Context: an optimization exercise on an open-source flow, tuned for small area, a short achievable clock period and few clock cycles. The choices shown serve that exercise and are no tape-out recipe. The RTL was checked by simulation tests, not by an equivalence proof against the original design.

==> run A: inputs <==
Design servo_angle_ramp_pwm_duty_top, start of the top module:
module servo_angle_ramp_pwm_duty_top (
	input  wire logic        clk,
	input  wire logic        arst_n,
	input  wire logic        cmd_valid,
	output logic             cmd_ready,
	input  sarpd_pkg::cmd_t  cmd,
	output logic             res_valid,
	input  wire logic        res_ready,
	output sarpd_pkg::res_t  res,
	input  wire logic        cfg_we,
	input  wire logic [2:0]  cfg_index,
	input  wire logic [15:0] cfg_data
);
==> flow/config.mk <==
export PLATFORM = sky130hd
export DESIGN_NAME = servo_angle_ramp_pwm_duty_top
export DESIGN_NICKNAME = servo_angle_ramp_pwm_duty_top
export VERILOG_FILES = /design/flow/design.v
export SDC_FILE = /design/flow/constraint.sdc
export NUM_CORES = 4
export LEC_CHECK = 0
export CAP_MARGIN = 20
export CORE_MARGIN = 2
export CORE_UTILIZATION = 40
export SLEW_MARGIN = 20
==> flow/constraint.sdc <==
create_clock -name core_clock -period 8.0 [get_ports {clk}]
set_input_delay 1.6000 -clock core_clock [delete_from_list [all_inputs] [get_ports {clk}]]
set_output_delay 1.6000 -clock core_clock [all_outputs]
set_load 0.01 [all_outputs]
run.sh (not shown) runs the stock make flow with config.mk's settings and CLKGATE_MAP_FILE= SYNTH_SCRIPT=/design/flow/synth_recipe.tcl, a recipe that flattens the netlist after the stock synthesis.
==> inputs of run C, as changes to run A <==
--- a/flow/design.v
+++ b/flow/design.v
@@ -301,29 +301,37 @@
 	assign s_q50  = m_move ? aqM : sq_q;
 	assign s_r50  = m_move ? arM : sr_q;
 	assign d_r    = {1'b0, tr_q} - {1'b0, s_r50};
 	assign d_q    = {1'b0, tq_q} - {1'b0, s_q50} - {5'd0, d_r[6]};
 	assign d_rr   = d_r[6] ? 6'(d_r + 7'd50) : d_r[5:0];
 	logic        r_c;
 	logic [5:0]  r_next;
-	logic [9:0]  p_a, p_b, p_next, a_next;
+	logic [9:0]  p_a, p_b, p_next;
+	logic [9:0]  a_raw, a_clamp;
 	assign r_c    = (r_q >= dc_q);
 	assign r_next = r_c ? (r_q - dc_q) : (r_q + dr_q);
 	assign p_a    = 10'(p_q + {{4{dq_q[5]}}, dq_q});
 	assign p_b    = 10'(p_q + {{4{dq_q[5]}}, dq_q} + 10'd1);
 	assign p_next = r_c ? p_b : p_a;
-	assign a_next = r_c ? ((p_b > max_q) ? max_q : p_b) : ((p_a > max_q) ? max_q : p_a);
 	logic [9:0] src_angle;
 	always_comb begin
 		case (cmd.operation)
 			OP_OPEN:  src_angle = open_q;
 			OP_CLOSE: src_angle = closed_q;
 			default:  src_angle = cmd.angle;
 		endcase
 	end
+	always_comb begin
+		case (gen_q)
+			G_IDLE:  a_raw = src_angle;
+			G_WAIT:  a_raw = s_ang;
+			default: a_raw = p_next;
+		endcase
+	end
+	assign a_clamp = (a_raw > max_q) ? max_q : a_raw;
 	logic setup_ok;
 	assign setup_ok = (gen_q == G_WAIT) && tv_q && !(vI && kI == K_MOVE) && !(m_move && rej_m);
 	always_ff @(posedge clk or negedge arst_n) begin
 		if (!arst_n) begin
 			vI     <= 1'b0;
 			vM     <= 1'b0;
 			vC     <= 1'b0;
@@ -396,35 +404,35 @@
 					if (cmd_valid) begin
 						case (cmd.operation)
 							OP_SET, OP_OPEN, OP_CLOSE: kI <= K_MOVE;
 							OP_DISABLE:                kI <= K_DIS;
 							OP_ENABLE:                 kI <= K_EN;
 							default:                   kI <= K_NOP;
 						endcase
-						aI    <= (src_angle > max_q) ? max_q : src_angle;
+						aI    <= a_clamp;
 						lastI <= 1'b1;
 						rpI   <= 1'b0;
 						tgt_q <= (cmd.angle > max_q) ? max_q : cmd.angle;
 					end
 				end
 				G_WAIT: begin
 					kI    <= (tgt_q == s_ang) ? K_NOP : K_MOVE;
-					aI    <= (s_ang > max_q) ? max_q : s_ang;
+					aI    <= a_clamp;
 					lastI <= (tgt_q == s_ang);
 					rpI   <= (tgt_q != s_ang);
 					p_q   <= s_ang;
 					r_q   <= 6'd25;
 					i_q   <= 6'd1;
 					dq_q  <= d_q;
 					dr_q  <= d_rr;
 					dc_q  <= 6'd50 - d_rr;
 				end
 				G_RUN: begin
 					kI    <= K_MOVE;
-					aI    <= a_next;
+					aI    <= a_clamp;
 					lastI <= (i_q == 6'd50);
 					rpI   <= 1'b1;
 					p_q   <= p_next;
 					r_q   <= r_next;
 					i_q   <= i_q + 6'd1;
 				end
 				default: ;
--- a/flow/config.mk
+++ b/flow/config.mk
@@ -4,8 +4,9 @@
 export VERILOG_FILES = /design/flow/design.v
 export SDC_FILE = /design/flow/constraint.sdc
 export NUM_CORES = 4
 export LEC_CHECK = 0
 export CAP_MARGIN = 20
 export CORE_MARGIN = 2
 export CORE_UTILIZATION = 40
+export SETUP_SLACK_MARGIN = 2.5
 export SLEW_MARGIN = 20
==> comparison <==
Run A ran to the end with no violations. Run C completed without violations. Register-to-register slack: run A is worse than run C (0.82 ns). First-iteration DRC count: run C is smaller than run A (1.8%). In run C the cell count is higher than in run A, by about 0.5%. In run C the routed wire length is lower than in run A, by 1.3%. In run C the core utilization is higher than in run A, by 2.3 points.
Testbench counts of run A, summed over its fixed seeds: cycles 19,177.
Testbench counts of run C, summed over its fixed seeds: cycles 19,177.

[separate check: timing with driven ports]
The flow's constraints put no driver on any port. The routed layouts listed below were extracted and timed again, unchanged, in two steps.
Step 1 (the two cells are an assumption about what drives the block):
set clk [get_ports {clk}]
set_driving_cell -lib_cell sky130_fd_sc_hd__clkbuf_16 $clk
set_driving_cell -lib_cell sky130_fd_sc_hd__buf_2 [delete_from_list [all_inputs] $clk]
Step 2 adds t to the input delays and takes it off the output delays; t is the mean of the earliest and latest rising clock arrival at the registers after step 1. Input paths then give back, and output paths get back, about the clock's delay inside the block.
Slacks: ideal ports / drivers / drivers and shift; pairs: ideal ports / drivers.
run	t, ns	slack for setup (ns)	worst data-port slew with drivers (ns)	cell pins on the clock port's net
run A	0.708	0.769 / 0.769 / 0.769	0.16	1
run C	0.694	1.591 / 1.591 / 1.591	0.16	1
After both steps setup and hold are still met in every run listed.
